This design comes from an exercise in tuning for small area and a short achievable clock period on the open sky130 flow, not from production work. At most, simulation tests tie the RTL to the original design; equivalence was not proved. The RTL of run 1 was laid out without a check of its function. Power figures rest on the tool's default switching activity, not on a simulated workload.

[design/flow/standard.sh]
#!/bin/bash
# synth_recipe.tcl (not shown) runs the flow's synth.tcl, then flattens the netlist and writes it again
# the make line also repeats each setting of config.mk as NAME=value (left out here)
make -C /OpenROAD-flow-scripts/flow DESIGN_CONFIG=/design/flow/config.mk WORK_HOME=/design/flow/orfs CLKGATE_MAP_FILE= SYNTH_SCRIPT=/design/flow/synth_recipe.tcl "${@:-finish}"
[design/flow/design.v]
`timescale 1ns/1ps
package dsb_pkg;
    localparam int NUM_PORTS = 5;
    localparam int COORD_W = 3;
    localparam int PAYLOAD_W = 10;
    localparam int FLIT_W = 2 * COORD_W + PAYLOAD_W;
    typedef enum logic [2:0] {
        PORT_S = 3'd0,
        PORT_W = 3'd1,
        PORT_N = 3'd2,
        PORT_E = 3'd3,
        PORT_P = 3'd4
    } port_e;
    typedef struct packed {
        logic [COORD_W-1:0]   dest_x;
        logic [COORD_W-1:0]   dest_y;
        logic [PAYLOAD_W-1:0] payload;
    } flit_t;
endpackage
`timescale 1ns/1ps
module flit_fifo (
    input  logic                       clk,
    input  logic                       rst,
    input  logic                       push_i,
    input  logic                       pop_i,
    input  logic [dsb_pkg::FLIT_W-1:0] data_i,
    output logic [dsb_pkg::FLIT_W-1:0] data_o,
    output logic [dsb_pkg::FLIT_W-1:0] next_o,    
    output logic [3:0]                 occ_o      
);
    localparam int W = dsb_pkg::FLIT_W;
    logic [W-1:0] mem [4];
    logic [3:0]   wr_ptr;    
    logic [3:0]   rd_ptr;
    logic [3:0]   occ;
    assign occ_o = occ;
    always_comb begin
        for (int e = 0; e < 4; e++) begin
            wr_ptr[e] = (rd_ptr[e]           && !occ[0]) ||
                        (rd_ptr[(e + 3) % 4] &&  occ[0] && !occ[1]) ||
                        (rd_ptr[(e + 2) % 4] &&  occ[1] && !occ[2]) ||
                        (rd_ptr[(e + 1) % 4] &&  occ[2]);
        end
    end
    always_comb begin
        data_o = '0;
        next_o = '0;
        for (int e = 0; e < 4; e++) begin
            data_o = data_o | ({W{rd_ptr[e]}} & mem[e]);
            next_o = next_o | ({W{rd_ptr[(e + 3) % 4]}} & mem[e]);
        end
    end
    for (genvar e = 0; e < 4; e++) begin : g_mem
        always_ff @(posedge clk) begin
            if (push_i && wr_ptr[e]) begin
                mem[e] <= data_i;
            end
        end
    end
    always_ff @(posedge clk or posedge rst) begin
        if (rst) begin
            rd_ptr <= 4'b0001;
            occ    <= 4'b0000;
        end else begin
            if (pop_i) begin
                rd_ptr <= {rd_ptr[2:0], rd_ptr[3]};
            end
            if (push_i && !pop_i) begin
                occ <= {occ[2:0], 1'b1};
            end else if (pop_i && !push_i) begin
                occ <= {1'b0, occ[3:1]};
            end
        end
    end
endmodule
`timescale 1ns/1ps
module rr_arbiter (
    input  logic                          clk,
    input  logic                          rst,
    input  logic [dsb_pkg::NUM_PORTS-1:0] req_i,
    input  logic                          advance_i,
    output logic [dsb_pkg::NUM_PORTS-1:0] gnt_o
);
    localparam int N = dsb_pkg::NUM_PORTS;
    logic [N-1:0] ptr;
    always_comb begin
        for (int p = 0; p < N; p++) begin
            logic hit;
            hit = 1'b0;
            for (int s = 0; s < N; s++) begin
                logic clear;
                clear = ptr[s];
                for (int q = 0; q < N; q++) begin
                    if (((q - s + N) % N) < ((p - s + N) % N)) begin
                        clear = clear & ~req_i[q];
                    end
                end
                hit = hit | clear;
            end
            gnt_o[p] = req_i[p] & hit;
        end
    end
    always_ff @(posedge clk or posedge rst) begin
        if (rst) begin
            ptr <= N'(1);
        end else if (|req_i) begin
            ptr <= advance_i ? {gnt_o[N-2:0], gnt_o[N-1]} : gnt_o;
        end
    end
endmodule
`timescale 1ns/1ps
module input_port (
    input  logic                        clk,
    input  logic                        rst,
    input  logic                        req_i,
    input  logic [dsb_pkg::FLIT_W-1:0]  data_i,
    input  logic [dsb_pkg::COORD_W-1:0] lx_i,
    input  logic [dsb_pkg::COORD_W-1:0] ly_i,
    output logic                        ack_o,
    output logic                        valid_o,
    output logic [dsb_pkg::FLIT_W-1:0]  flit_o,
    output logic [4:0]                  dest_o,
    input  logic                        take_i
);
    localparam int W = dsb_pkg::FLIT_W;
    logic [W-1:0] next_flit;
    logic [3:0]   occ;
    logic         push;
    logic [4:0]   dest_q;
    function automatic logic [4:0] route(input logic [W-1:0] f,
                                         input logic [2:0] lx, input logic [2:0] ly);
        logic [2:0] dx;
        logic [2:0] dy;
        dx = f[15:13];
        dy = f[12:10];
        if (dx > lx)      route = 5'b01000;
        else if (dx < lx) route = 5'b00010;
        else if (dy > ly) route = 5'b00100;
        else if (dy < ly) route = 5'b00001;
        else              route = 5'b10000;
    endfunction
    assign ack_o = !occ[3];
    assign push  = req_i && !occ[3];
    flit_fifo u_fifo (
        .clk    (clk),
        .rst    (rst),
        .push_i (push),
        .pop_i  (take_i),
        .data_i (data_i),
        .data_o (flit_o),
        .next_o (next_flit),
        .occ_o  (occ)
    );
    assign valid_o = occ[0];
    assign dest_o  = dest_q;
    always_ff @(posedge clk) begin
        if (!occ[0] || take_i) begin
            dest_q <= (take_i && occ[1]) ? route(next_flit, lx_i, ly_i) : route(data_i, lx_i, ly_i);
        end
    end
endmodule
`timescale 1ns/1ps
module mm_alloc (
    input  logic                                          clk,
    input  logic                                          rst,
    input  logic [dsb_pkg::NUM_PORTS-1:0]                 in_valid_i,
    input  logic [dsb_pkg::NUM_PORTS*dsb_pkg::FLIT_W-1:0] in_flit_i,
    input  logic [dsb_pkg::NUM_PORTS*5-1:0]               in_dest_i,
    output logic [dsb_pkg::NUM_PORTS-1:0]                 in_take_o,
    output logic [dsb_pkg::NUM_PORTS*dsb_pkg::FLIT_W-1:0] mm_flit_o,
    output logic [dsb_pkg::NUM_PORTS*5-1:0]               mm_tv_o,
    output logic [dsb_pkg::NUM_PORTS*5-1:0]               mm_new_o,
    output logic [dsb_pkg::NUM_PORTS-1:0]                 mm_keep_o,
    input  logic [dsb_pkg::NUM_PORTS-1:0]                 mm_take_i
);
    localparam int N = dsb_pkg::NUM_PORTS;
    localparam int W = dsb_pkg::FLIT_W;
    logic [N-1:0][N-1:0] compat;
    logic [N-1:0][N-1:0] arb_gnt;
    logic [N-1:0][N-1:0] final_gnt;
    logic [N-1:0]        mm_push;
    logic [N-1:0][3:0]   mm_occ;
    logic [N-1:0][W-1:0] mm_wdata;
    logic [N-1:0][4:0]   mm_wtype;
    logic [N-1:0][4:0]   mm_tv;
    logic [N-1:0][4:0]   mm_nacc;
    logic [N-1:0][3:0][W-1:0] mm_mem;
    for (genvar i = 0; i < N; i++) begin : g_in
        assign in_take_o[i] = |final_gnt[i];
        for (genvar j = 0; j < N; j++) begin : g_compat
            assign compat[i][j] = in_valid_i[i] && |(~mm_nacc[j] & in_dest_i[i*5 +: 5]);
        end
        rr_arbiter u_arb (
            .clk       (clk),
            .rst       (rst),
            .req_i     (compat[i]),
            .advance_i (|final_gnt[i]),
            .gnt_o     (arb_gnt[i])
        );
    end
    always_comb begin
        for (int i = 0; i < N; i++) begin
            for (int j = 0; j < N; j++) begin
                logic lower;
                lower = 1'b0;
                for (int l = 0; l < i; l++) lower = lower | arb_gnt[l][j];
                final_gnt[i][j] = arb_gnt[i][j] & ~lower;
            end
        end
    end
    always_comb begin
        for (int j = 0; j < N; j++) begin
            mm_push[j]  = 1'b0;
            mm_wdata[j] = '0;
            mm_wtype[j] = '0;
            for (int i = 0; i < N; i++) begin
                mm_push[j]  = mm_push[j] | arb_gnt[i][j];
                mm_wdata[j] = mm_wdata[j] | ({W{final_gnt[i][j]}} & in_flit_i[i*W +: W]);
                mm_wtype[j] = mm_wtype[j] | ({5{final_gnt[i][j]}} & in_dest_i[i*5 +: 5]);
            end
        end
    end
    for (genvar j = 0; j < N; j++) begin : g_mm
        logic push;
        logic pop;
        assign push = mm_push[j];
        assign pop  = mm_take_i[j];
        always_ff @(posedge clk or posedge rst) begin
            if (rst) begin
                mm_tv[j] <= '0;
            end else if (!mm_occ[j][0]) begin
                mm_tv[j] <= push ? mm_wtype[j] : '0;
            end else if (pop && !mm_occ[j][1] && !push) begin
                mm_tv[j] <= '0;
            end
        end
        always_ff @(posedge clk or posedge rst) begin
            if (rst) begin
                mm_nacc[j] <= '0;
            end else begin
                logic full_n;
                logic some_n;
                full_n = (mm_occ[j][3] && !pop) || (mm_occ[j][2] && push && !pop);
                some_n = mm_occ[j][1] || (mm_occ[j][0] && !pop) || push;
                mm_nacc[j] <= ~({5{!full_n}} & ({5{!some_n}} | (mm_occ[j][0] ? mm_tv[j] : mm_wtype[j])));
            end
        end
        assign mm_new_o[j*5 +: 5] = {5{!mm_occ[j][0] && push}} & mm_wtype[j];
        assign mm_keep_o[j]       = mm_occ[j][1] || push;
        always_ff @(posedge clk or posedge rst) begin
            if (rst) begin
                mm_occ[j] <= 4'b0000;
            end else if (push && !pop) begin
                mm_occ[j] <= {mm_occ[j][2:0], 1'b1};
            end else if (pop && !push) begin
                mm_occ[j] <= {1'b0, mm_occ[j][3:1]};
            end
        end
        for (genvar e = 0; e < 4; e++) begin : g_ent
            logic at_tail;    
            logic last;       
            if (e == 0) begin : g_first
                assign at_tail = !mm_occ[j][0];
            end else begin : g_rest
                assign at_tail = mm_occ[j][e-1] && !mm_occ[j][e];
            end
            if (e == 3) begin : g_top
                assign last = mm_occ[j][3];
            end else begin : g_low
                assign last = mm_occ[j][e] && !mm_occ[j][e+1];
            end
            always_ff @(posedge clk) begin
                if (pop) begin
                    if (e == 3 || last) begin
                        mm_mem[j][e] <= mm_wdata[j];
                    end else begin
                        mm_mem[j][e] <= mm_mem[j][(e+1) % 4];
                    end
                end else if (push && at_tail) begin
                    mm_mem[j][e] <= mm_wdata[j];
                end
            end
        end
        assign mm_flit_o[j*W +: W] = mm_mem[j][0];
        assign mm_tv_o[j*5 +: 5]   = mm_tv[j];
    end
endmodule
`timescale 1ns/1ps
module output_alloc (
    input  logic [dsb_pkg::NUM_PORTS*dsb_pkg::FLIT_W-1:0] mm_flit_i,
    input  logic [dsb_pkg::NUM_PORTS*5-1:0]               mm_tv_i,
    input  logic [dsb_pkg::NUM_PORTS*5-1:0]               mm_new_i,
    input  logic [dsb_pkg::NUM_PORTS-1:0]                 mm_keep_i,
    output logic [dsb_pkg::NUM_PORTS-1:0]                 mm_take_o,
    input  logic                                          clk,
    input  logic                                          rst,
    input  logic [dsb_pkg::NUM_PORTS-1:0]                 ack_i,
    output logic [dsb_pkg::NUM_PORTS-1:0]                 req_o,
    output logic [dsb_pkg::NUM_PORTS*dsb_pkg::FLIT_W-1:0] data_o
);
    localparam int N = dsb_pkg::NUM_PORTS;
    localparam int W = dsb_pkg::FLIT_W;
    logic [N-1:0][N-1:0] gnt_q;
    logic [N-1:0]        adv_q;
    logic [N-1:0]        req_q;
    logic [N-1:0]        ini_q;
    always_comb begin
        mm_take_o = '0;
        for (int k = 0; k < N; k++) begin
            mm_take_o = mm_take_o | ({N{ack_i[k] & req_q[k]}} & gnt_q[k]);
        end
    end
    for (genvar k = 0; k < N; k++) begin : g_out
        logic [N-1:0] ptr_a;
        logic [N-1:0] req_a;
        logic [N-1:0] gnt_a;
        assign ptr_a = ini_q[k]              ? N'(1) :
                       (req_q[k] || adv_q[k]) ? {gnt_q[k][N-2:0], gnt_q[k][N-1]} : gnt_q[k];
        for (genvar j = 0; j < N; j++) begin : g_req
            logic taken;
            assign taken    = req_q[k] && gnt_q[k][j];
            assign req_a[j] = (mm_tv_i[j*5 + k] && (!taken || mm_keep_i[j])) || mm_new_i[j*5 + k];
        end
        always_comb begin
            for (int p = 0; p < N; p++) begin
                logic hit;
                hit = 1'b0;
                for (int s = 0; s < N; s++) begin
                    logic clear;
                    clear = ptr_a[s];
                    for (int q = 0; q < N; q++) begin
                        if (((q - s + N) % N) < ((p - s + N) % N)) begin
                            clear = clear & ~req_a[q];
                        end
                    end
                    hit = hit | clear;
                end
                gnt_a[p] = req_a[p] & hit;
            end
        end
        always_ff @(posedge clk or posedge rst) begin
            if (rst) begin
                gnt_q[k] <= '0;
            end else if (!(req_q[k] && !ack_i[k]) && |req_a) begin
                gnt_q[k] <= gnt_a;
            end
        end
        always_ff @(posedge clk or posedge rst) begin
            if (rst) begin
                adv_q[k] <= 1'b0;
                req_q[k] <= 1'b0;
                ini_q[k] <= 1'b1;
            end else if (!(req_q[k] && !ack_i[k])) begin
                adv_q[k] <= req_q[k] || adv_q[k];
                req_q[k] <= |req_a;
                if (|req_a) begin
                    ini_q[k] <= 1'b0;
                end
            end
        end
        assign req_o[k] = req_q[k];
        always_comb begin
            data_o[k*W +: W] = '0;
            for (int j = 0; j < N; j++) begin
                data_o[k*W +: W] = data_o[k*W +: W] | ({W{gnt_q[k][j]}} & mm_flit_i[j*W +: W]);
            end
        end
    end
endmodule
`timescale 1ns/1ps
module dsb_router (
    input  logic                                          clk,
    input  logic                                          rst,
    input  logic [dsb_pkg::COORD_W-1:0]                   lx_i,
    input  logic [dsb_pkg::COORD_W-1:0]                   ly_i,
    input  logic [dsb_pkg::NUM_PORTS-1:0]                 in_req_i,
    input  logic [dsb_pkg::NUM_PORTS*dsb_pkg::FLIT_W-1:0] in_data_i,
    output logic [dsb_pkg::NUM_PORTS-1:0]                 in_ack_o,
    output logic [dsb_pkg::NUM_PORTS-1:0]                 out_req_o,
    output logic [dsb_pkg::NUM_PORTS*dsb_pkg::FLIT_W-1:0] out_data_o,
    input  logic [dsb_pkg::NUM_PORTS-1:0]                 out_ack_i
);
    localparam int N = dsb_pkg::NUM_PORTS;
    localparam int W = dsb_pkg::FLIT_W;
    logic [N-1:0]   in_valid;
    logic [N*W-1:0] in_flit;
    logic [N*5-1:0] in_dest;
    logic [N-1:0]   in_take;
    logic [N*W-1:0] mm_flit;
    logic [N*5-1:0] mm_tv;
    logic [N*5-1:0] mm_new;
    logic [N-1:0]   mm_keep;
    logic [N-1:0]   mm_take;
    for (genvar i = 0; i < N; i++) begin : g_port
        input_port u_in (
            .clk     (clk),
            .rst     (rst),
            .req_i   (in_req_i[i]),
            .data_i  (in_data_i[i*W +: W]),
            .lx_i    (lx_i),
            .ly_i    (ly_i),
            .ack_o   (in_ack_o[i]),
            .valid_o (in_valid[i]),
            .flit_o  (in_flit[i*W +: W]),
            .dest_o  (in_dest[i*5 +: 5]),
            .take_i  (in_take[i])
        );
    end
    mm_alloc u_mm (
        .clk        (clk),
        .rst        (rst),
        .in_valid_i (in_valid),
        .in_flit_i  (in_flit),
        .in_dest_i  (in_dest),
        .in_take_o  (in_take),
        .mm_flit_o  (mm_flit),
        .mm_tv_o    (mm_tv),
        .mm_new_o   (mm_new),
        .mm_keep_o  (mm_keep),
        .mm_take_i  (mm_take)
    );
    output_alloc u_out (
        .mm_flit_i  (mm_flit),
        .mm_tv_i    (mm_tv),
        .mm_new_i   (mm_new),
        .mm_keep_i  (mm_keep),
        .mm_take_o  (mm_take),
        .clk        (clk),
        .rst        (rst),
        .ack_i      (out_ack_i),
        .req_o      (out_req_o),
        .data_o     (out_data_o)
    );
endmodule
[design/flow/constraint.sdc]
create_clock -name core_clock -period 8.0 [get_ports {clk}]
set_input_delay 1.6000 -clock core_clock [delete_from_list [all_inputs] [get_ports {clk}]]
set_output_delay 1.6000 -clock core_clock [all_outputs]
set_load 0.01 [all_outputs]
[design/flow/flow/run.sh]
#!/bin/bash
# Standard ORFS layout, with plain buffers (buf_1) on the ports instead of the default delay cells.
set -euo pipefail
bash standard.sh finish BUFFER_PORTS_ARGS="-buffer_cell sky130_fd_sc_hd__buf_1" > flow_make.log 2>&1
[design/flow/config.mk]
export PLATFORM = sky130hd
export DESIGN_NAME = dsb_router
export DESIGN_NICKNAME = dsb_router
export VERILOG_FILES = /design/flow/design.v
export SDC_FILE = /design/flow/constraint.sdc
export NUM_CORES = 4
export LEC_CHECK = 0
export ABC_AREA = 1
export CAP_MARGIN = 20
export CELL_PAD_IN_SITES_DETAIL_PLACEMENT = 1
export CELL_PAD_IN_SITES_GLOBAL_PLACEMENT = 1
export CORE_MARGIN = 2
export CORE_UTILIZATION = 40
export CTS_CLUSTER_DIAMETER = 100
export CTS_CLUSTER_SIZE = 25
export PLACE_DENSITY = 0.55
export SETUP_SLACK_MARGIN = 4.5
export SLEW_MARGIN = 20
==> impl_metrics.toml, run 1 <==
[global_routing]
overflow = 0
grt_max_degree = 85
grt_pass1_wl_um = 260000
grt_usage_pct = 30.4
grt_pass1_vias = 37300
antenna_found_initial = 3

[logic_synthesis]
synth-edff-count = 665
yosysTopAreaCell = "edfxtp_1"
netlist_instances = 4701
synth_area_leaders = "edfxtp_1, nand2_1, dfrtp_1, mux2_2, nand3_1"
avgSynthCellArea_um2 = 9.58
synth_seq_area_share_pct = 54.1
synth_seq_cells = 840
yosys.cell_types.count = 57
synth_top_area_share_pct = 44.4
synth_fp_nets = 4869
synthArstFlopShare_pct = 20.8
yosysWarnings = 6
yosysMostFrequentCell = "nand2_1"
synth_area_um2 = 45000
synth_commonest_cells = "nand2_1, edfxtp_1, inv_1"
synth_ff_type = "edfxtp_1"

[timing]
whs_ns = 0.483
maxSlewViolCount = 0
max_freq_mhz = 277
finalHoldViolations = 0
setup_slack_ns = 4.39
worst_slew_pin_slew_ns = 1.24
finalSetupViolations = 0
period_needed_ns = 3.61
finalCritPeriodShare_pct = 45.1
rsz0062_at_grt = "true"
slew_headroom_pct = 16.1
clock_skew_ns = 0.0411
fin_setup_tns_ns = 0

[placed_design]
port_buffers = 187
post-place-ws_ns = 3.45
hpwl_um = 129000
gp_congestion = 0.948

[hold_path]
hp-class = "reg2reg"

[floorplanning]
io_pins = 188
die_h_um = 339
die_area_um2 = 115000
std_cell_rows = 123
core_um2 = 112000
die_w_um = 339
start_util_pct = 40.2

[routing]
route.detailed.drc = 0
antenna_left = 0
drt_wl_total_um = 180000
drt-initial-drc-count = 3128
detail_route.wl_per_cell_um = 27.5
vias_per_cell = 5.79
firstDrtPassIters = 5
vias = 37900

[power_and_ir_drop]
pwr_density_cell_nw_per_um2 = 226
total_leakage_power_nw = 21.9
vdd_drop_max_mv = 0.176

[layout]
drive_above_1_share_pct = 23.9
nNetsFinal = 5180
areaGrowthSynthToFinish_pct = 18.7

[flow_run]
drv_cap = 0

[cts]
numCtsBuffers = 46
cts_buffer_depth = 3
cts.sinks = 840
htreeDepth = 2
cts_tree = "yes"
cts_hold_buf = 0
clk_latency_ns = 0.67
root_buffer = "clkbuf_16"
clk_pin_slew_ns = 0.10

[critical_path]
crit_path_end_kind = "primary output"
critPathRequiredTime_ns = 6.40
max_stage_delay_ns = 0.64
path_cells = "buf_8, a221oi_2, nand2_1, buf_1"
worst-setup-path-type = "reg2out"
start_kind = "flip-flop"
cp_max_fo = 12
crit_arrival_ns = 2.01
crit_slowest_cell = "dfrtp_4"

[run_status]
status = "complete, no violations"
==> placed cells by master (no fill, tap or decap), types with 53 or more instances in the layout <==
cell type	instances
inv_1	356
a221oi_2	76
nand2_4	59
o21ai_1	55
nand4_1	98
nand2_2	91
buf_4	207
nand2_1	1351
o22ai_1	71
nand3_1	257
o21ai_0	135
dfrtp_1	141
nor2_1	193
edfxtp_1	665
a221oi_1	53
buf_1	124
ha_1	68
mux2_2	239
==> timing repair <==
action,CTS,global route
resized for setup,346,321
setup buffers,80,102
pin swaps,69,134
cloned,5,4
endpoints found under the hold margin,0,0
setup endpoints to repair,437,372
==> layer usage <==
layer	up-vias	GRT usage [%]	routed length, µm
li1	17200	-	-
met1	19100	42.3	79100
met2	1246	48.3	81800
met3	319	4.30	10600
met4	2	11.3	8270
met5	-	0	13
==> worst paths after layout <==
path | endpoint | startpoint | depth (start not counted) | slack, ns
max | out_data_o[21] | u_out.gnt_q[8]$_DFFE_PP0P_ | 4 | 4.39
min | u_out.adv_q[2]$_DFFE_PP0N_ | u_out.adv_q[2]$_DFFE_PP0N_ | 1 | 0.48
max reg2reg | u_mm.mm_mem[302]$_DFFE_PP_ | g_port[0].u_in.dest_q[4]$_DFFE_PP_ | 16 | 4.55
min reg2reg | u_out.adv_q[2]$_DFFE_PP0N_ | u_out.adv_q[2]$_DFFE_PP0N_ | 1 | 0.48
max in group asynchronous | u_mm.mm_nacc[21]$_DFF_PP0_ | rst | 3 | 5.59
min in group asynchronous | u_out.gnt_q[20]$_DFFE_PP0P_ | rst | 2 | 1.09
==> worst max-delay path, delay by kind of cell (launching register included) <==
family / cells / cell delay [ns]
compound gates: 1 / 0.24
simple gates: 1 / 0.08
flops: 1 / 0.64
buf+inv: 2 / 0.38
==> final cells by class <==
| class | instances | area (µm²) |
|---|---|---|
| fill | 12500 | 58600 |
| sequential | 840 | 24400 |
| multi-input combinational | 3246 | 20700 |
| timing repair buffer | 453 | 3340 |
| tap | 1500 | 1880 |
| inverter | 423 | 1650 |
| clock buffer | 60 | 1220 |
| clock inverter | 17 | 243 |
| timing repair inverter | 2 | 15.0 |
| antenna | 2 | 5.00 |
==> flip-flops by register name, indices dropped and copies added, names as in the netlist <==
name	flops
g_port.u_in.u_fifo.mem	320
u_out.gnt_q	25
u_out.adv_q	5
u_mm.mm_occ	20
g_port.u_in.u_fifo.occ	20
u_mm.mm_mem	320
u_mm.mm_nacc	25
g_port.u_in.dest_q	25
u_mm.mm_tv	25
g_port.u_in.u_fifo.rd_ptr	20
u_out.ini_q	5
u_out.req_q	5
u_mm.g_in.u_arb.ptr	25
==> where the power goes <==
part           switching (mW)  leakage, nW  internal (mW)
Combinational            2.62         12.9           1.35
Sequential              0.459         8.28           4.95
Clock                    1.57        0.698           1.14
==> stage by stage <==
step	std cells	total power [mW]	util (%)	cell area, µm²
floorplan	4701	7.24	-	45000
global placement	6271	8.46	42.4	47500
detailed placement	6271	8.47	42.4	47500
global route	6541	12.7	47.7	53400
CTS	6433	11.7	45.8	51300
finish	6543	12.1	47.7	53400
==> cells by family (layout without fill, tap and decap cells) <==
group	after synthesis	count (layout)	synth area share [%]
AO/OA/AOI/OAI	704	704	11.2
flip-flops	840	840	54.1
adder cells (fa/ha/maj)	70	70	1.95
buffers and inverters	620	955	5.49
AND/OR/NAND/NOR	2227	2232	21.3
other	0	2	0
multiplexers	240	240	6.00
==> run 2: changes to the inputs <==
--- a/design/flow/design.v
+++ b/design/flow/design.v
@@ -184,10 +184,10 @@
     logic [N-1:0][4:0]   mm_wtype;
     logic [N-1:0][4:0]   mm_tv;
-    logic [N-1:0][4:0]   mm_nacc;
     logic [N-1:0][3:0][W-1:0] mm_mem;
     for (genvar i = 0; i < N; i++) begin : g_in
         assign in_take_o[i] = |final_gnt[i];
         for (genvar j = 0; j < N; j++) begin : g_compat
-            assign compat[i][j] = in_valid_i[i] && |(~mm_nacc[j] & in_dest_i[i*5 +: 5]);
+            assign compat[i][j] = in_valid_i[i] && !mm_occ[j][3] &&
+                                  (!mm_occ[j][0] || |(mm_tv[j] & in_dest_i[i*5 +: 5]));
         end
         rr_arbiter u_arb (
@@ -235,15 +235,4 @@
             end
         end
-        always_ff @(posedge clk or posedge rst) begin
-            if (rst) begin
-                mm_nacc[j] <= '0;
-            end else begin
-                logic full_n;
-                logic some_n;
-                full_n = (mm_occ[j][3] && !pop) || (mm_occ[j][2] && push && !pop);
-                some_n = mm_occ[j][1] || (mm_occ[j][0] && !pop) || push;
-                mm_nacc[j] <= ~({5{!full_n}} & ({5{!some_n}} | (mm_occ[j][0] ? mm_tv[j] : mm_wtype[j])));
-            end
-        end
         assign mm_new_o[j*5 +: 5] = {5{!mm_occ[j][0] && push}} & mm_wtype[j];
         assign mm_keep_o[j]       = mm_occ[j][1] || push;
==> design/flow/flow/run.sh (replaced) <==
#!/bin/bash
# Standard ORFS layout, with plain buffers (buf_2) on the ports instead of the default delay cells.
set -euo pipefail
bash standard.sh finish BUFFER_PORTS_ARGS="-buffer_cell sky130_fd_sc_hd__buf_2" > flow_make.log 2>&1
--- a/design/flow/config.mk
+++ b/design/flow/config.mk
@@ -11,8 +11,8 @@
 export CELL_PAD_IN_SITES_GLOBAL_PLACEMENT = 1
 export CORE_MARGIN = 2
-export CORE_UTILIZATION = 40
-export CTS_CLUSTER_DIAMETER = 100
-export CTS_CLUSTER_SIZE = 25
-export PLACE_DENSITY = 0.55
+export CORE_UTILIZATION = 45
+export CTS_CLUSTER_DIAMETER = 50
+export CTS_CLUSTER_SIZE = 16
+export PLACE_DENSITY = 0.6
 export SETUP_SLACK_MARGIN = 4.5
 export SLEW_MARGIN = 20
==> run 2 against run 1 <==
Compared with the run above: largest power group unchanged; highest routed layer unchanged; critical path type unchanged; sequential cell count fell by 25; critical path depth fell by 1; power rose by 15%; die area fell by 13%; register-to-register slack got worse by 0.13 ns; maximum frequency barely moved.
==> impl_metrics.toml, run 2 <==
[critical_path]
cp_max_fo = 21
crit_arrival_ns = 2.01
worst-setup-path-type = "reg2out"
critPathRequiredTime_ns = 6.40
crit_path_end_kind = "primary output"
start_kind = "flip-flop"

[global_routing]
overflow = 0
grt_usage_pct = 34.0
grt_pass1_vias = 37700
antenna_found_initial = 4
grt_max_degree = 62
grt_pass1_wl_um = 252000

[layout]
mostFrequentLayoutCell = "nand2_1"
drive_above_1_share_pct = 27.5
nNetsFinal = 5206
layout_common_cells = "nand2_1, edfxtp_1, inv_1"
top_regs = "g_port.u_in.u_fifo.mem x320, u_mm.mm_mem x320"
areaGrowthSynthToFinish_pct = 22.9
n_antenna_cell = 0
instances_no_fill = 6406

[timing]
finalSetupViolations = 0
worst_slew_pin_slew_ns = 1.10
clock_skew_ns = 0.0392
period_needed_ns = 3.61
maxSlewViolCount = 0
fin_setup_tns_ns = 0
finalHoldViolations = 0
rsz0062_at_grt = "true"
whs_ns = 0.470
slew_headroom_pct = 26.8
max_freq_mhz = 277
finalCritPeriodShare_pct = 45.1

[floorplanning]
die_w_um = 317
std_cell_rows = 114
die_h_um = 317
core_um2 = 96900
start_util_pct = 45.5
io_pins = 188
die_area_um2 = 100000

[routing]
vias = 38500
antenna_left = 0
route.detailed.drc = 0
detail_route.wl_per_cell_um = 27.4
vias_per_cell = 6.01
firstDrtPassIters = 6
drt-initial-drc-count = 3380
drt_wl_total_um = 176000

[cts]
clk_pin_slew_ns = 0.06
cts_buffer_depth = 3
cts_tree = "yes"
numCtsBuffers = 104
root_buffer = "clkbuf_16"
cts.sinks = 815
htreeDepth = 3
clk_latency_ns = 0.72

[power_and_ir_drop]
vdd_drop_max_mv = 0.211
total_leakage_power_nw = 22.7
pwr_density_cell_nw_per_um2 = 258

[placed_design]
place_inst = 5978
gp_congestion = 0.951
hpwl_um = 123000
port_buffers = 187

[logic_synthesis]
yosysWarnings = 6
yosysTopAreaCell = "edfxtp_1"
synth_seq_area_share_pct = 53.9
synth_fp_nets = 4823
netlist_instances = 4655
synth_seq_cells = 815
yosys.cell_types.count = 53
synth-edff-count = 665
synth_area_leaders = "edfxtp_1, nand2_1, dfrtp_1, mux2_2, inv_1"
avgSynthCellArea_um2 = 9.47
synth_area_um2 = 44100
synth_commonest_cells = "nand2_1, edfxtp_1, inv_1"
synthArstFlopShare_pct = 18.4
synth_top_area_share_pct = 45.3
yosysMostFrequentCell = "nand2_1"
synth_ff_type = "edfxtp_1"

[run_status]
status = "complete, no violations"

[hold_path]
hp-class = "reg2reg"

[flow_run]
drv_cap = 0
==> run 2: changes by cell type in the layout (fill, tap and decap cells not counted), sizes merged, moves of 24 or more <==
cell	previous run	this run
clkinv	17	50
o21ai	226	162
clkbuf	89	113
buf	424	466
nand3	319	226
a22oi	36	91
nor3	53	17
nand2	1507	1645
a221oi	147	90
a21oi	64	92
dfrtp	160	135
nand4	99	179
==> run 2: cell type report <==
cell class	count	area (µm²)
timing repair buffer	467	3620
fill	10700	42700
timing repair inverter	1	5.00
clock buffer	112	2640
multi-input combinational	3252	19800
sequential	815	23800
inverter	397	1610
tap	1276	1600
clock inverter	86	1050
==> run 2: path summary, 6_finish.rpt <==
| path | start | endpoint | slack (ns) | cells after the start |
|---|---|---|---|---|
| setup / recovery | u_out.gnt_q[8]$_DFFE_PP0P_ | out_data_o[25] | 4.39 | 3 |
| hold / removal | u_out.adv_q[1]$_DFFE_PP0N_ | u_out.adv_q[1]$_DFFE_PP0N_ | 0.47 | 1 |
| setup reg to reg | g_port[0].u_in.dest_q[1]$_DFFE_PP_ | u_out.gnt_q[5]$_DFFE_PP0P_ | 4.42 | 29 |
| hold reg to reg | u_out.adv_q[1]$_DFFE_PP0N_ | u_out.adv_q[1]$_DFFE_PP0N_ | 0.47 | 1 |
| max in group asynchronous | rst | g_port[4].u_in.u_fifo.occ[0]$_DFFE_PP0P_ | 5.36 | 3 |
| min in group asynchronous | rst | u_out.req_q[2]$_DFFE_PP0N_ | 1.08 | 2 |
==> run 2: layer usage <==
layer	vias up	part of all wire, %	track usage [%]
met2	1656	46	53.6
met5	-	0.024	0
met4	6	5.3	16.1
met3	459	7.5	5.88
met1	19200	42	45.6
li1	17100	-	-
==> run 2: repair_timing <==
action,CTS,global route
pin swaps,57,177
buffers inserted,117,107
setup endpoints to repair,656,414
hold buffers,0,0
resized for setup,196,319
gates cloned,3,3
==> run 2: cells by family (layout without fill, tap and decap cells) <==
kind of cell | Yosys count | count (layout) | synth area share (%)
flip-flops | 815 | 815 | 53.9
AO/OA/AOI/OAI | 631 | 631 | 9.95
adder cells (fa/ha/maj) | 70 | 70 | 1.99
buffers and inverters | 592 | 1063 | 5.46
multiplexers | 240 | 240 | 6.13
AND/OR/NAND/NOR | 2307 | 2311 | 22.6
==> run 2: metrics by stage <==
step                setup slack (ns)  total power, mW  util (%)  cell area (µm²)
finish                          4.39             14.0      55.9            54200
global route                    4.32             14.5      55.9            54200
CTS                             4.38             13.6      53.8            52100
detailed placement              3.10             8.13      47.8            46300
global placement                3.28             8.10      47.8            46300
floorplan                       4.52             6.92         -            44100
==> run 2: critical path, cell delays in order (launching register included) <==
cell,delay (ns)
dfrtp_4,0.65
a221oi_2,0.30
nand2_1,0.16
buf_2,0.17
==> run 2: report_power, final <==
group | leakage, nW | switching (mW) | internal [mW]
clock network | 1.77 | 2.07 | 2.82
registers | 7.97 | 0.425 | 4.78
logic | 12.9 | 2.51 | 1.36
==> run 3: changes to the inputs <==
--- a/design/flow/config.mk
+++ b/design/flow/config.mk
@@ -12,6 +12,6 @@
 export CORE_MARGIN = 2
 export CORE_UTILIZATION = 45
-export CTS_CLUSTER_DIAMETER = 50
-export CTS_CLUSTER_SIZE = 16
+export CTS_CLUSTER_DIAMETER = 100
+export CTS_CLUSTER_SIZE = 25
 export PLACE_DENSITY = 0.6
 export SETUP_SLACK_MARGIN = 4.5
==> run 3 against run 2 <==
Compared with the run above: critical path depth grew 3; die area is the same; sequential cell count is the same; clock power shrank 45%; sequential share of layout area grew 1.9 points; clock skew shrank 0.0092 ns; critical path type unchanged; highest routed layer unchanged.
==> impl_metrics.toml, run 3 <==
[hold_path]
hold_path_depth = 1
hp-class = "reg2reg"
min_from = "u_out.adv_q[1]$_DFFE_PP0N_"

[critical_path]
crit_slowest_cell = "dfrtp_4"
r2r_start = "g_port[0].u_in.dest_q[3]$_DFFE_PP_"
start_kind = "flip-flop"
cp_max_fo = 11
worstRegToRegCells = 27
critPathRequiredTime_ns = 6.40
crit_buf_inv = 2
crit_path_end_kind = "primary output"
cp.depth = 6
max_stage_delay_ns = 0.52
path_delay_family = "flip-flops"
crit_arrival_ns = 2.01
worst-setup-path-type = "reg2out"
path_common_cell = "nand2_1"
path_cells = "buf_12, nand2_1, nand2_1, a221oi_2, nand2_1, buf_2"
crit_start = "u_out.gnt_q[0]$_DFFE_PP0P_"

[logic_synthesis]
synth_fp_nets = 4823
synthArstFlopShare_pct = 18.4
synth_seq_area_share_pct = 53.9
synth_top_family_by_area = "simple AND/OR/NAND/NOR gates"
synth-edff-count = 665
yosys.area_share.simple_pct = 22.6
synth_top_area_share_pct = 45.3
synth_area_leaders = "edfxtp_1, nand2_1, dfrtp_1, mux2_2, inv_1"
synth_area_um2 = 44100
synthAdderAreaFrac_pct = 1.99
yosys.cell_types.count = 53
synth_commonest_cells = "nand2_1, edfxtp_1, inv_1"
yosysTopAreaCell = "edfxtp_1"
synth_ff_type = "edfxtp_1"
synth_compound_area_share_pct = 9.95
netlist_instances = 4655
yosysWarnings = 6
synth_xor_area_share_pct = 0
yosysMostFrequentCell = "nand2_1"
avgSynthCellArea_um2 = 9.47
synth_mux_area_share_pct = 6.13
synth_seq_cells = 815

[timing]
rsz0062_at_grt = "true"
fin_setup_tns_ns = 0
slew_headroom_pct = 27.4
period_needed_ns = 3.61
worst_slew_pin_slew_ns = 1.09
clock_skew_ns = 0.0300
finalHoldViolations = 0
finalSetupViolations = 0
maxSlewViolCount = 0
finalCritPeriodShare_pct = 45.1
whs_ns = 0.480
max_freq_mhz = 277

[routing]
firstDrtPassIters = 5
route.detailed.drc = 0
detail_route.wl_per_cell_um = 27.5
vias = 37800
route.met2.wl_um = 79100
drt-initial-drc-count = 3434
vias_per_cell = 6.00
wl_met3_um = 12100
drt_wl_total_um = 173000
wl_met1_um = 73600
top_layer = "met5"
antenna_left = 0

[floorplanning]
std_cell_rows = 114
core_um2 = 96900
die_h_um = 317
die_area_um2 = 100000
die_w_um = 317
start_util_pct = 45.5
io_pins = 188

[power_and_ir_drop]
vdd_drop_max_mv = 0.199
total_leakage_power_nw = 21.6
pwr_density_cell_nw_per_um2 = 227

[cts]
cts.sinks = 815
clk_pin_slew_ns = 0.10
root_buffer = "clkbuf_16"
cts_buffer_depth = 3
clk_latency_ns = 0.67
numCtsBuffers = 45
htreeDepth = 2
cts_tree = "yes"

[global_routing]
grt_usage_pct = 33.5
grt_pass1_wl_um = 248000
grt_pass1_vias = 37000
grt_max_degree = 62
antenna_found_initial = 3
overflow = 0

[layout]
top_regs = "g_port.u_in.u_fifo.mem x320, u_mm.mm_mem x320"
drive_above_1_share_pct = 25.2
mostFrequentLayoutCell = "nand2_1"
n_antenna_cell = 0
fillCellCount = 10800
nNetsFinal = 5155
areaGrowthSynthToFinish_pct = 17.8
layout_common_cells = "nand2_1, edfxtp_1, inv_1"

[placed_design]
gp_congestion = 0.951
hpwl_um = 123000
port_buffers = 187

[run_status]
status = "complete, no violations"

[flow_run]
drv_cap = 0
-- run 3: cell counts after synthesis --
Identical to the previous run, type by type.
-- run 3: power breakdown --
part	internal [mW]	leakage (nW)	total, mW	switching (mW)
clock	1.15	0.711	2.71	1.56
sequential	4.77	7.96	5.18	0.404
combinational	1.37	12.9	3.87	2.50
-- run 3: kinds of logic after synthesis --
| group | count (synthesis) |
|---|---|
| simple gates | 2307 |
| flops | 815 |
| mux | 240 |
| fa+ha+maj | 70 |
| compound gates | 631 |
| buf+inv | 592 |
-- run 3: stage by stage --
| stage | setup slack, ns | util [%] | std cells | area, µm² | total power, mW |
|---|---|---|---|---|---|
| CTS | 4.37 | 51.4 | 6174 | 49800 | 11.4 |
| floorplan | 4.52 | - | 4655 | 44100 | 6.92 |
| global placement | 3.28 | 47.8 | 5978 | 46300 | 8.10 |
| detailed placement | 3.10 | 47.8 | 5978 | 46300 | 8.13 |
| finish | 4.39 | 53.6 | 6298 | 51900 | 11.8 |
| global route | 4.27 | 53.6 | 6298 | 51900 | 12.2 |
-- run 3: metal layers --
metal,GRT usage (%),up-vias
met5,0,-
met4,14.5,4
met3,5.18,398
met2,53.1,1479
met1,45.8,19000
li1,-,16900
-- run 3: repair_timing --
item,4_1_cts,5_1_grt
setup buffers,111,122
pin swaps,49,129
gates resized for setup,197,284
cloned,3,2
endpoints found under the setup margin,654,379
hold buffers,0,0
-- run 3: area by class of cell --
type	count	area [µm²]	area share (%)
inverter	397	1620	3.12
multi-input combinational	3251	19700	38.0
timing repair buffer	475	3660	7.04
timing repair inverter	2	13.8	0.0265
tap	1276	1600	3.07
clock inverter	18	295	0.569
sequential	815	23800	45.9
clock buffer	64	1200	2.31
-- run 3: worst register-to-register path: stages, from the launching register on --
cell and delay (ns):
edfxtp_1 0.62, nand2_1 0.11, nand2_1 0.09, nor2_1 0.04, nand2_1 0.10, nand2_4 0.11
nand2_2 0.10, nor2_4 0.04, nor2_4 0.13, o21bai_1 0.09, nand2_2 0.15, buf_6 0.12
buf_6 0.11, nand2_8 0.05, nor2_4 0.18, buf_6 0.14, nand3_4 0.09, nor2_4 0.21
buf_6 0.13, nand3_2 0.06, nand2_2 0.10, nand2_4 0.10, nor2_4 0.14, nand3_4 0.10
nand2_4 0.13, nor2_1 0.05, nand2_1 0.06, nand2_1 0.04
-- run 3: final timing paths --
kind	endpoint	slack (ns)
worst min-delay path	u_out.adv_q[1]$_DFFE_PP0N_	0.48
min in group asynchronous	u_out.req_q[2]$_DFFE_PP0N_	1.08
worst max register to register	u_out.gnt_q[5]$_DFFE_PP0P_	4.52
max in group asynchronous	g_port[4].u_in.u_fifo.occ[0]$_DFFE_PP0P_	5.37
worst min register to register	u_out.adv_q[1]$_DFFE_PP0N_	0.48
worst max-delay path	out_data_o[14]	4.39
==> run 4: changes to the inputs <==
--- a/design/flow/config.mk
+++ b/design/flow/config.mk
@@ -15,4 +15,4 @@
 export CTS_CLUSTER_SIZE = 25
 export PLACE_DENSITY = 0.6
-export SETUP_SLACK_MARGIN = 4.5
+export SETUP_SLACK_MARGIN = 4.6
 export SLEW_MARGIN = 20
==> run 4 against run 3 <==
Compared with the run above: sequential power hardly changed; combinational power is 6.2% higher; sequential cell count stayed put; core utilization is 1.3 points higher; clock skew is 0.0013 ns lower; count of clock-buffer cells in the layout stayed put.
==> impl_metrics.toml, run 4 <==
[global_routing]
grt_max_degree = 62
overflow = 0
grt_pass1_wl_um = 251000
antenna_found_initial = 7
grt_pass1_vias = 37500
grt_usage_pct = 33.8

[routing]
antenna_left = 0
vias_per_cell = 6.07
drt-initial-drc-count = 3593
route.detailed.drc = 0
detail_route.wl_per_cell_um = 27.9
vias = 38600
firstDrtPassIters = 6
drt_wl_total_um = 177000

[layout]
drive_above_1_share_pct = 28.6
top_regs = "g_port.u_in.u_fifo.mem x320, u_mm.mm_mem x320"
fillCellCount = 10700
areaGrowthSynthToFinish_pct = 20.7
mostFrequentLayoutCell = "nand2_1"
nNetsFinal = 5215
layout_common_cells = "nand2_1, edfxtp_1, inv_1"
seqCellArea_um2 = 23800
instances_no_fill = 6359
multi_input_area_um2 = 20300

[logic_synthesis]
yosysTopAreaCell = "edfxtp_1"
yosysWarnings = 6
synth_seq_area_share_pct = 53.9
synth-edff-count = 665
synth_top_area_share_pct = 45.3
netlist_instances = 4655
synth_commonest_cells = "nand2_1, edfxtp_1, inv_1"
synth_fp_nets = 4823
synth_ff_type = "edfxtp_1"
avgSynthCellArea_um2 = 9.47
synth_area_um2 = 44100
synthArstFlopShare_pct = 18.4
synth_area_leaders = "edfxtp_1, nand2_1, dfrtp_1, mux2_2, inv_1"
yosysMostFrequentCell = "nand2_1"
synth_seq_cells = 815
yosys.cell_types.count = 53

[critical_path]
crit_path_end_kind = "primary output"
critPathRequiredTime_ns = 6.40
path_common_cell = "nand2_1"
path_cells = "buf_12, nand2_1, nand2_1, a221oi_2, nand2_2, buf_6"
worstRegToRegCells = 19
cp_max_fo = 11
start_kind = "flip-flop"
max_stage_delay_ns = 0.52
crit_buf_inv = 2
crit_arrival_ns = 2.02
crit_slowest_cell = "dfrtp_4"
cp.depth = 6
path_delay_family = "flip-flops"
worst-setup-path-type = "reg2out"

[floorplanning]
io_pins = 188
std_cell_rows = 114
die_h_um = 317
die_w_um = 317
core_um2 = 96900
start_util_pct = 45.5
die_area_um2 = 100000

[hold_path]
hp-class = "reg2reg"
hold_path_depth = 1

[power_and_ir_drop]
vdd_drop_max_mv = 0.202
pwr_density_cell_nw_per_um2 = 225
total_leakage_power_nw = 22.1

[timing]
period_needed_ns = 3.62
worst_slew_pin_slew_ns = 1.13
fin_setup_tns_ns = 0
slew_headroom_pct = 23.7
rsz0062_at_grt = "true"
clock_skew_ns = 0.0286
finalHoldViolations = 0
finalSetupViolations = 0
finalCritPeriodShare_pct = 45.2
maxSlewViolCount = 0
max_freq_mhz = 276

[cts]
root_buffer = "clkbuf_16"
clk_latency_ns = 0.67
clk_pin_slew_ns = 0.10
cts_buffer_depth = 3
cts.sinks = 815
cts_tree = "yes"
numCtsBuffers = 45
cts_hold_buf = 0
htreeDepth = 2

[placed_design]
gp_congestion = 0.951
place_inst = 5978
port_buffers = 187
hpwl_um = 123000

[flow_run]
drv_cap = 0

[run_status]
status = "complete, no violations"
run 4: cell types whose count changed in the layout (fill, tap and decap cells not counted), moves of 13 or more:
cell,before,now
nand3_2,20,33
nand2_1,1492,1431
buf_4,234,274
nand2_2,92,132
nand3_1,197,177
buf_6,19,33
nand2_4,58,73
run 4: where the power goes:
group,switching [mW],internal (mW),total (mW)
Sequential,0.385,4.77,5.16
Clock,1.56,1.15,2.72
Combinational,2.65,1.46,4.11
Total,4.59,7.39,12.0
run 4: final timing paths:
kind	from	end	slack (ns)
hold / removal	u_out.adv_q[1]$_DFFE_PP0N_	u_out.adv_q[1]$_DFFE_PP0N_	0.48
min in group asynchronous	rst	u_out.req_q[2]$_DFFE_PP0N_	1.08
setup reg to reg	u_mm.mm_occ[3]$_DFFE_PP0P_	g_port[4].u_in.u_fifo.occ[0]$_DFFE_PP0P_	4.52
hold reg to reg	u_out.adv_q[1]$_DFFE_PP0N_	u_out.adv_q[1]$_DFFE_PP0N_	0.48
max in group asynchronous	rst	g_port[4].u_in.u_fifo.occ[0]$_DFFE_PP0P_	5.35
setup / recovery	u_out.gnt_q[0]$_DFFE_PP0P_	out_data_o[12]	4.38
run 4: worst reg2reg max path: stages (launching register included):
cell and delay [ns]:
dfrtp_1 0.59, nor2_1 0.30, nand2_4 0.12, nand2_1 0.12, nor2_4 0.05, nor2_4 0.14, nand2_1 0.07, nand2_1 0.06
nand2_1 0.12, nand2_8 0.17, nand3_4 0.12, buf_4 0.16, nor3_4 0.45, nor2_4 0.11, nand2_4 0.12, inv_1 0.07
ha_2 0.32, inv_2 0.07, o21ai_0 0.08, o21ai_0 0.12
run 4: per-stage QoR:
step                cell area (µm²)  utilization [%]  setup WS (ns)  total power, mW  hold slack, ns
CTS                           50500             52.2           4.37             11.5           0.483
floorplan                     44100                -           4.52             6.92           0.440
global route                  53200             54.9           4.31             12.4           0.499
global placement              46300             47.8           3.28             8.10           0.453
finish                        53200             54.9           4.38             12.0           0.481
detailed placement            46300             47.8           3.10             8.13           0.456
run 4: cell type report:
cell class              count  share of cell area (%)
well taps                1276                    3.00
clock buffers              64                    2.25
diodes                      1                 0.00470
flip-flops and latches    815                    44.8
multi-input cells        3251                    38.3
inverters                 397                    3.10
repair buffers            534                    7.99
repair inverters            3                  0.0423
clock inverters            18                   0.555
run 4: repair_timing:
action,4_1_cts,5_1_grt
gates cloned,3,4
gates resized for setup,285,395
buffers inserted,162,129
pin swaps,126,176
endpoints found under the setup margin,677,498
run 4: cells by family after synthesis:
kind of cell | after synthesis | share of synthesized area, %
buffers and inverters | 592 | 5.46
multiplexers | 240 | 6.13
AND/OR/NAND/NOR | 2307 | 22.6
adder cells (fa/ha/maj) | 70 | 1.99
AO/OA/AOI/OAI | 631 | 9.95
flip-flops | 815 | 53.9
run 4: routing by layer:
metal	GRT usage, %	up-vias	share of wire [%]
met1	45.7	19400	42
met5	0	-	0.021
met2	53.7	1686	45
met4	15.2	6	5.5
li1	-	17100	-
met3	5.46	477	7.3
==> run 5: changes to the inputs <==
--- a/design/flow/design.v
+++ b/design/flow/design.v
@@ -294,4 +294,5 @@
     logic [N-1:0]        req_q;
     logic [N-1:0]        ini_q;
+    logic [N-1:0][N-1:0] gnt_s;
     always_comb begin
         mm_take_o = '0;
@@ -335,4 +336,7 @@
             end
         end
+        always_ff @(posedge clk) begin
+            gnt_s[k] <= (req_q[k] && !ack_i[k]) ? gnt_q[k] : gnt_a;
+        end
         always_ff @(posedge clk or posedge rst) begin
             if (rst) begin
@@ -352,5 +356,5 @@
             data_o[k*W +: W] = '0;
             for (int j = 0; j < N; j++) begin
-                data_o[k*W +: W] = data_o[k*W +: W] | ({W{gnt_q[k][j]}} & mm_flit_i[j*W +: W]);
+                data_o[k*W +: W] = data_o[k*W +: W] | ({W{gnt_s[k][j]}} & mm_flit_i[j*W +: W]);
             end
         end
==> run 5 against run 4 <==
Compared with the run above: still clean on timing, DRC and antenna; sequential cell count grew 25; routed wire length shrank 3.2%; design area shrank 0.29%; global-route usage shrank 1.5 points; non-clock buffer count shrank 54; critical path type unchanged; largest power group unchanged; highest routed layer unchanged.
==> impl_metrics.toml, run 5 <==
[run_status]
status = "complete, no violations"

[global_routing]
antenna_found_initial = 12
grt_pass1_vias = 37200
overflow = 0
grt_max_degree = 122
grt_pass1_wl_um = 247000
grt_usage_pct = 32.3

[logic_synthesis]
avgSynthCellArea_um2 = 9.48
synth_seq_area_share_pct = 54.1
synthArstFlopShare_pct = 17.9
yosysTopAreaCell = "edfxtp_1"
netlist_instances = 4730
synth_area_leaders = "edfxtp_1, nand2_1, dfrtp_1, mux2_2, inv_1"
synth_commonest_cells = "nand2_1, edfxtp_1, inv_1"
synth_area_um2 = 44800
yosys.cell_types.count = 59
synth_seq_cells = 840
synth-edff-count = 665
synth_fp_nets = 4898
yosysMostFrequentCell = "nand2_1"
synth_ff_type = "edfxtp_1"
synth_top_area_share_pct = 44.5
yosysWarnings = 6

[layout]
fillCellCount = 11000
instances_no_fill = 6383
drive_above_1_share_pct = 27.1
nNetsFinal = 5234
final_core_util_pct = 53.8
top_regs = "g_port.u_in.u_fifo.mem x320, u_mm.mm_mem x320"
areaGrowthSynthToFinish_pct = 18.3
mostFrequentLayoutCell = "nand2_1"
seqCellArea_um2 = 24400
multi_input_area_um2 = 20400
layout_common_cells = "nand2_1, edfxtp_1, inv_1"

[placed_design]
post-place-ws_ns = 3.80
gp_congestion = 0.984
place_inst = 6061
hpwl_um = 125000
port_buffers = 187

[timing]
setup_slack_ns = 4.48
slew_headroom_pct = 17.2
fin_setup_tns_ns = 0
rsz0062_at_grt = "true"
worst_slew_pin_slew_ns = 1.23
whs_ns = 0.479
max_freq_mhz = 284
period_needed_ns = 3.52
finalCritPeriodShare_pct = 44.0
finalSetupViolations = 0
finalHoldViolations = 0
maxSlewViolCount = 0
clock_skew_ns = 0.0390

[critical_path]
cp_max_fo = 5
crit_arrival_ns = 1.92
crit_path_end_kind = "primary output"
start_kind = "flip-flop"
critPathRequiredTime_ns = 6.40
worst-setup-path-type = "reg2out"

[cts]
numCtsBuffers = 46
clk_latency_ns = 0.69
cts_tree = "yes"
clk_pin_slew_ns = 0.09
htreeDepth = 2
cts_hold_buf = 0
root_buffer = "clkbuf_16"
cts_buffer_depth = 3
cts.sinks = 840

[routing]
vias_per_cell = 5.99
route.detailed.drc = 0
antenna_left = 0
route.met2.wl_um = 79500
vias = 38300
detail_route.wl_per_cell_um = 26.9
firstDrtPassIters = 6
drt-initial-drc-count = 3484
wl_met1_um = 73600
wl_met3_um = 11600
drt_wl_total_um = 172000
top_layer = "met5"

[power_and_ir_drop]
vdd_drop_max_mv = 0.216
total_leakage_power_nw = 22.1
pwr_density_cell_nw_per_um2 = 193

[floorplanning]
die_w_um = 320
die_h_um = 320
std_cell_rows = 115
core_um2 = 98600
die_area_um2 = 102000
start_util_pct = 45.5
io_pins = 188

[flow_run]
drv_cap = 0

[hold_path]
hp-class = "reg2reg"
run 5: cell types whose count changed in the layout (fill, tap and decap cells not counted), moves of 20 or more:
cell | before | now
nand2_1 | 1431 | 1469
nand2_2 | 132 | 97
buf_4 | 274 | 243
nor2_2 | 14 | 42
dfxtp_4 | 0 | 20
inv_1 | 329 | 349
nor2_1 | 171 | 151
run 5: final cells by class:
cell class | instances | share of cell area (%)
multi-input combinational | 3287 | 38.4
sequential | 840 | 45.9
tap | 1287 | 3.04
timing repair buffer | 480 | 6.73
clock inverter | 19 | 0.502
antenna | 1 | 0.00472
inverter | 411 | 3.12
clock buffer | 58 | 2.30
run 5: kinds of logic after synthesis:
family          count (synthesis)  synth area share (%)
fa+ha+maj                      70                  1.95
mux                           240                  6.03
buf+inv                       607                  5.50
flops                         840                  54.1
compound gates                643                  9.88
simple gates                 2330                  22.6
run 5: metal layers:
metal / GRT usage (%) / up-vias
met2: 51.8 / 1430
met4: 11.3 / 18
met3: 5.51 / 354
li1: - / 17200
met5: 0 / -
met1: 44.2 / 19300
run 5: final timing paths:
kind,from,end,slack (ns),depth (start not counted)
max,u_mm.mm_mem[7]$_DFFE_PP_,out_data_o[7],4.48,6
min,u_out.adv_q[3]$_DFFE_PP0N_,u_out.adv_q[3]$_DFFE_PP0N_,0.48,1
max reg2reg,g_port[3].u_in.dest_q[3]$_DFFE_PP_,u_mm.mm_mem[3]$_DFFE_PP_,4.58,17
min reg2reg,u_out.adv_q[3]$_DFFE_PP0N_,u_out.adv_q[3]$_DFFE_PP0N_,0.48,1
max in group asynchronous,rst,g_port[0].u_in.u_fifo.occ[0]$_DFFE_PP0P_,5.67,3
min in group asynchronous,rst,u_out.req_q[0]$_DFFE_PP0N_,1.03,2
run 5: power by group:
part | switching (mW) | leakage [nW] | total [mW] | internal (mW)
clock | 1.57 | 0.706 | 2.72 | 1.14
combinational | 1.60 | 13.2 | 2.30 | 0.699
sequential | 0.342 | 8.21 | 5.22 | 4.88
run 5: critical path, stage by stage, from the launching register on:
cell      delay, ns
edfxtp_1       0.54
buf_6          0.19
nand2_4        0.06
nand2_4        0.05
a221oi_2       0.17
nand2_1        0.09
buf_2          0.15
run 5: what timing repair did:
item / 4_1_cts / 5_1_grt
pin swaps: 61 / 202
setup endpoints to repair: 575 / 442
gates resized for setup: 225 / 402
setup buffers: 107 / 128
cloned: 2 / 7
run 5: metrics by stage:
stage / cell area, µm² / power (mW)
finish: 53000 / 10.2
global route: 53000 / 10.6
CTS: 50400 / 9.92
detailed placement: 47000 / 7.07
global placement: 47000 / 7.05
floorplan: 44800 / 6.41
==> run 6: changes to the inputs <==
--- a/design/flow/config.mk
+++ b/design/flow/config.mk
@@ -15,4 +15,4 @@
 export CTS_CLUSTER_SIZE = 25
 export PLACE_DENSITY = 0.6
-export SETUP_SLACK_MARGIN = 4.6
+export SETUP_SLACK_MARGIN = 4.75
 export SLEW_MARGIN = 20
==> run 6 against run 5 <==
Compared with the run above: first-iteration DRC count down 0.95%; synthesized cell count stayed put; clock power fell by 5%; die area is the same; global-route usage up 0.32 points; setup slack better by 0.064 ns; synthesized area is the same; critical endpoint is now out_data_o[23]; highest routed layer unchanged.
==> impl_metrics.toml, run 6 <==
[run_status]
status = "complete, no violations"

[global_routing]
overflow = 0
grtUsageMet3_pct = 5.41
grt_pass1_wl_um = 250000
grt_max_degree = 115
grtUsageMet1_pct = 43.8
grt_pass1_vias = 37900
grt_util_met2_pct = 52.4
grt_usage_pct = 32.6
grt.busiest_layer = "met2"
antenna_found_initial = 10

[cts]
cts.sinks = 840
root_buffer = "clkbuf_16"
numCtsBuffers = 43
clk_pin_slew_ns = 0.11
cts_buffer_depth = 3
cts_hold_buf = 0
clk_latency_ns = 0.67
htreeDepth = 2
cts_tree = "yes"

[layout]
top_regs = "g_port.u_in.u_fifo.mem x320, u_mm.mm_mem x320"
final_core_util_pct = 56.7
layout_common_cells = "nand2_1, edfxtp_1, inv_1"
areaGrowthSynthToFinish_pct = 24.7
fillCellCount = 10900
mostFrequentLayoutCell = "nand2_1"
drive_above_1_share_pct = 33.8
nNetsFinal = 5334

[timing]
clock_skew_ns = 0.0373
rsz0062_at_grt = "true"
finalCritPeriodShare_pct = 43.2
slew_headroom_pct = 8.64
period_needed_ns = 3.45
finalHoldViolations = 0
max_freq_mhz = 290
maxSlewViolCount = 0
finalSetupViolations = 0
worst_slew_pin_slew_ns = 1.36
fin_setup_tns_ns = 0

[critical_path]
worstRegToRegCells = 20
crit_path_end_kind = "primary output"
cp_max_fo = 8
crit_arrival_ns = 1.85
r2r_start = "g_port[0].u_in.dest_q[2]$_DFFE_PP_"
path_cells = "buf_12, nand2_1, nand2_1, a221oi_2, nand2_1, buf_2"
crit_start = "u_out.gnt_s[6]$_DFF_P_"
max_stage_delay_ns = 0.39
path_common_cell = "nand2_1"
critPathRequiredTime_ns = 6.40
rrSetupSlack_ns = 4.60
worst-setup-path-type = "reg2out"
crit_slowest_cell = "dfxtp_4"
start_kind = "flip-flop"
rr_endpoint = "u_mm.mm_mem[207]$_DFFE_PP_"

[floorplanning]
start_util_pct = 45.5
die_h_um = 320
die_w_um = 320
io_pins = 188
die_area_um2 = 102000
core_um2 = 98600
std_cell_rows = 115

[hold_path]
min_from = "u_out.adv_q[4]$_DFFE_PP0N_"
hold_path_depth = 1
hp-class = "reg2reg"
min_to = "u_out.adv_q[4]$_DFFE_PP0N_"

[logic_synthesis]
synth_commonest_cells = "nand2_1, edfxtp_1, inv_1"
synth_top_area_share_pct = 44.5
synth_seq_area_share_pct = 54.1
synth-edff-count = 665
avgSynthCellArea_um2 = 9.48
netlist_instances = 4730
yosysWarnings = 6
synth_fp_nets = 4898
yosysTopAreaCell = "edfxtp_1"
yosysMostFrequentCell = "nand2_1"
synth_area_um2 = 44800
synth_area_leaders = "edfxtp_1, nand2_1, dfrtp_1, mux2_2, inv_1"
synthArstFlopShare_pct = 17.9
synth_ff_type = "edfxtp_1"
yosys.cell_types.count = 59
synth_seq_cells = 840

[routing]
vias = 39100
route.detailed.drc = 0
drt_wl_total_um = 177000
antenna_left = 0
drt-initial-drc-count = 3451
detail_route.wl_per_cell_um = 27.3
vias_per_cell = 6.03
firstDrtPassIters = 6

[power_and_ir_drop]
pwr_density_cell_nw_per_um2 = 191
vdd_drop_max_mv = 0.204
total_leakage_power_nw = 23.2

[placed_design]
gp_congestion = 0.938
port_buffers = 187
hpwl_um = 123000

[flow_run]
drv_cap = 0
==> run 6: cell type report <==
cell class	count	area [µm²]	share of cell area (%)
flip-flops and latches	840	24400	43.6
multi-input cells	3285	22000	39.4
repair buffers	585	4790	8.57
inverters	411	1750	3.13
well taps	1287	1610	2.88
clock buffers	61	1200	2.14
clock inverters	10	134	0.239
diodes	1	2.50	0.00448
==> run 6: where the power goes <==
group / internal, mW / switching (mW)
Sequential: 4.88 / 0.345
Clock: 1.08 / 1.50
Combinational: 0.963 / 1.89
Total: 6.93 / 3.73
==> run 6: critical path, delay by kind of cell, from the launching register on <==
kind | cells | cell delay, ns
buffers and inverters | 2 | 0.32
flip-flops | 1 | 0.39
AO/OA/AOI/OAI | 1 | 0.18
AND/OR/NAND/NOR | 3 | 0.26
==> run 6: cell families after synthesis <==
group           share of synthesized area [%]
fa+ha+maj                                1.95
buf+inv                                  5.50
flops                                    54.1
mux                                      6.03
simple gates                             22.6
compound gates                           9.88
==> run 6: per-stage QoR <==
step / hold slack (ns) / setup WS [ns] / std cells / power [mW] / cell area, µm²
floorplan: 0.435 / 4.52 / 4730 / 6.41 / 44800
detailed placement: 0.457 / 3.62 / 6056 / 7.09 / 47000
global placement: 0.454 / 3.70 / 6055 / 7.08 / 47000
global route: 0.499 / 4.47 / 6479 / 11.0 / 55900
finish: 0.478 / 4.55 / 6480 / 10.7 / 55900
CTS: 0.483 / 4.57 / 6325 / 9.98 / 51600
==> run 6: worst max-delay path by stage <==
stage,slack [ns],depth (start not counted),endpoint
3_3_place_gp,3.70,20,g_port[4].u_in.dest_q[2]$_DFFE_PP_
5_1_grt,4.47,29,u_out.gnt_s[15]$_DFF_P_
6_report,4.55,6,out_data_o[23]
2_1_floorplan,4.52,1,g_port[0].u_in.u_fifo.occ[0]$_DFFE_PP0P_
3_5_place_dp,3.62,15,g_port[3].u_in.u_fifo.occ[2]$_DFFE_PP0P_
4_1_cts,4.57,5,out_data_o[46]
==> run 6: repair_timing <==
action                     in CTS  in global routing
resized for setup             392                771
setup endpoints to repair     655                585
pin swaps                     181                397
buffers inserted              193                151
gates cloned                    5                  3
hold endpoints to repair        0                  0
==> run 6: layer usage <==
layer,part of all wire (%),vias to the layer above
met2,46,1506
met3,6.7,503
met1,42,19700
li1,-,17400
met5,0.058,-
met4,5.6,16
==> run 7: changes to the inputs <==
--- a/design/flow/config.mk
+++ b/design/flow/config.mk
@@ -15,4 +15,4 @@
 export CTS_CLUSTER_SIZE = 25
 export PLACE_DENSITY = 0.6
-export SETUP_SLACK_MARGIN = 4.75
+export SETUP_SLACK_MARGIN = 4.5
 export SLEW_MARGIN = 20
==> run 7 against run 6 <==
Compared with the run above: via count shrank 4.0%; routed wire length shrank 5.1%; synthesized area is the same; sequential cell count is the same; highest routed layer unchanged; sequential share of layout area grew 3.8 points; register-to-register slack lost 0.09 ns; combinational power shrank 26%; die area is the same; non-clock buffer count shrank 171; critical endpoint is now u_mm.mm_mem[3]$_DFFE_PP_; largest power group unchanged.
==> impl_metrics.toml, run 7 <==
[global_routing]
grt_usage_pct = 32.1
overflow = 0
antenna_found_initial = 11
grt_pass1_wl_um = 246000
grt_pass1_vias = 37000
grt_max_degree = 122

[logic_synthesis]
synth_ff_type = "edfxtp_1"
synth_seq_area_share_pct = 54.1
synthArstFlopShare_pct = 17.9
yosys.cell_types.count = 59
netlist_instances = 4730
synth_fp_nets = 4898
synth_area_leaders = "edfxtp_1, nand2_1, dfrtp_1, mux2_2, inv_1"
synth_area_um2 = 44800
yosysWarnings = 6
synth_commonest_cells = "nand2_1, edfxtp_1, inv_1"
synth_top_area_share_pct = 44.5
synth-edff-count = 665
synth_seq_cells = 840
yosysMostFrequentCell = "nand2_1"
avgSynthCellArea_um2 = 9.48
yosysTopAreaCell = "edfxtp_1"

[critical_path]
crit_slowest_cell = "edfxtp_1"
crit_path_end_kind = "flip-flop"
start_kind = "flip-flop"
cp_max_fo = 10
crit_buf_inv = 5
path_common_cell = "nand2_1"
critPathRequiredTime_ns = 8.42
path_cells = "inv_1, o21ai_1, inv_1, nand4_1, nand2_2, nand2_1, nor2_2, nand2_1, nand2_1, nand2_4, inv_2, nor3_4, buf_4, buf_2, nand2_1, nand4_1, mux2_4"
path_delay_family = "simple AND/OR/NAND/NOR gates"
crit_arrival_ns = 3.91
worst-setup-path-type = "reg2reg"
max_stage_delay_ns = 0.55

[placed_design]
hpwl_um = 125000
placed_area_um2 = 47000
place_inst = 6061
port_buffers = 187
gp_congestion = 0.984

[routing]
route.detailed.drc = 0
antenna_left = 0
firstDrtPassIters = 6
drt_wl_total_um = 168000
detail_route.wl_per_cell_um = 26.6
drt-initial-drc-count = 3530
vias_per_cell = 5.94
vias = 37500

[layout]
top_regs = "g_port.u_in.u_fifo.mem x320, u_mm.mm_mem x320"
layout_common_cells = "nand2_1, edfxtp_1, inv_1"
drive_above_1_share_pct = 22.9
fillCellCount = 11100
fin_area_um2 = 51400
areaGrowthSynthToFinish_pct = 14.5
mostFrequentLayoutCell = "nand2_1"
nNetsFinal = 5165
instances_no_fill = 6315

[flow_run]
drv_cap = 0

[power_and_ir_drop]
switching_share_pct = 33.7
netSwitchingPower_mw = 3.38
pwr_density_cell_nw_per_um2 = 195
total_leakage_power_nw = 21.4
clkPwrFrac_pct = 27.0
p_total_mw = 10.0
intPower_mw = 6.65
p_seq_share_pct = 52.1
comb_power_share_pct = 20.9
vdd_drop_max_mv = 0.215

[floorplanning]
core_um2 = 98600
std_cell_rows = 115
io_pins = 188
start_util_pct = 45.5
die_h_um = 320
die_w_um = 320
die_area_um2 = 102000

[timing]
maxSlewViolCount = 0
rsz0062_at_grt = "true"
worst_slew_pin_slew_ns = 1.20
clock_skew_ns = 0.0420
finalSetupViolations = 0
whs_ns = 0.482
max_freq_mhz = 287
finalCritPeriodShare_pct = 43.6
period_needed_ns = 3.49
slew_headroom_pct = 19.3
finalHoldViolations = 0
fin_setup_tns_ns = 0

[cts]
cts.sinks = 840
cts_buffer_depth = 3
root_buffer = "clkbuf_16"
clk_latency_ns = 0.69
clk_pin_slew_ns = 0.10
cts_hold_buf = 0
numCtsBuffers = 46
cts_tree = "yes"
htreeDepth = 2

[run_status]
status = "complete, no violations"

[hold_path]
hp-class = "reg2reg"
[run 7: cell count changes in the layout (fill, tap and decap cells not counted), moves of 66 or more]
cell / previous run / this run
buf_6: 75 / 9
nand2_4: 102 / 28
nand2_1: 1329 / 1530
nand3_1: 155 / 221
buf_4: 280 / 191
nand2_2: 192 / 74
[run 7: worst paths after layout]
path                       cells past startpoint                                from                                       end  slack [ns]
max                                           17  g_port[3].u_in.dest_q[3]$_DFFE_PP_                  u_mm.mm_mem[3]$_DFFE_PP_        4.51
min                                            1          u_out.adv_q[3]$_DFFE_PP0N_                u_out.adv_q[3]$_DFFE_PP0N_        0.48
max reg2reg                                   17  g_port[3].u_in.dest_q[3]$_DFFE_PP_                  u_mm.mm_mem[3]$_DFFE_PP_        4.51
min reg2reg                                    1          u_out.adv_q[3]$_DFFE_PP0N_                u_out.adv_q[3]$_DFFE_PP0N_        0.48
max in group asynchronous                      3                                 rst  g_port[2].u_in.u_fifo.occ[0]$_DFFE_PP0P_        5.66
min in group asynchronous                      2                                 rst                u_out.req_q[0]$_DFFE_PP0N_        1.04
[run 7: power groups by stage]
stage	Combinational [mW]	Clock [mW]	Sequential, mW
CTS	1.92	2.76	5.22
finish	2.10	2.71	5.22
global placement	1.58	0	5.46
global route	2.29	2.89	5.25
detailed placement	1.61	0	5.46
floorplan	1.26	0	5.15
[run 7: cells by family after synthesis]
| group | count (synthesis) | synth area share (%) |
|---|---|---|
| and+or+nand+nor | 2330 | 22.6 |
| DFF | 840 | 54.1 |
| AOI/OAI and AO/OA | 643 | 9.88 |
| buffers and inverters | 607 | 5.50 |
| muxes | 240 | 6.03 |
| adders and majority gates | 70 | 1.95 |
[run 7: layer usage]
layer	vias up	GRT usage (%)	routed length, µm
li1	17000	-	-
met1	18800	44.4	73500
met2	1331	51.3	76800
met3	323	5.17	10800
met4	16	11.3	6780
met5	-	0	92
[run 7: final cells by class]
class / instances / area [µm²] / share of cell area [%]
Sequential cell: 840 / 24300 / 47.4
Multi-Input combinational cell: 3284 / 19300 / 37.6
Timing Repair Buffer: 414 / 2950 / 5.75
Inverter: 411 / 1640 / 3.20
Tap cell: 1287 / 1610 / 3.14
Clock buffer: 58 / 1220 / 2.37
Clock inverter: 19 / 267 / 0.519
Antenna cell: 2 / 5.00 / 0.00974
[run 7: per-stage QoR]
| stage | setup slack, ns | utilization [%] |
|---|---|---|
| CTS | 4.47 | 50.5 |
| global route | 4.31 | 52.1 |
| finish | 4.51 | 52.1 |
| floorplan | 4.52 | - |
| detailed placement | 3.80 | 47.7 |
| global placement | 3.84 | 47.7 |
[run 7: what timing repair did]
action	in CTS	in global routing
cloned	2	2
hold endpoints to repair	0	0
gates resized for setup	123	223
endpoints found under the setup margin	512	415
buffers inserted	86	85
pin swaps	39	78

Check on run 7: ideal ports give 4.513 ns setup slack; a clkbuf_16 on the clock port and buf_2 on the inputs give 4.454 ns; moving port delays by the midpoint clock arrival (0.742 ns) as well gives 3.937 ns.
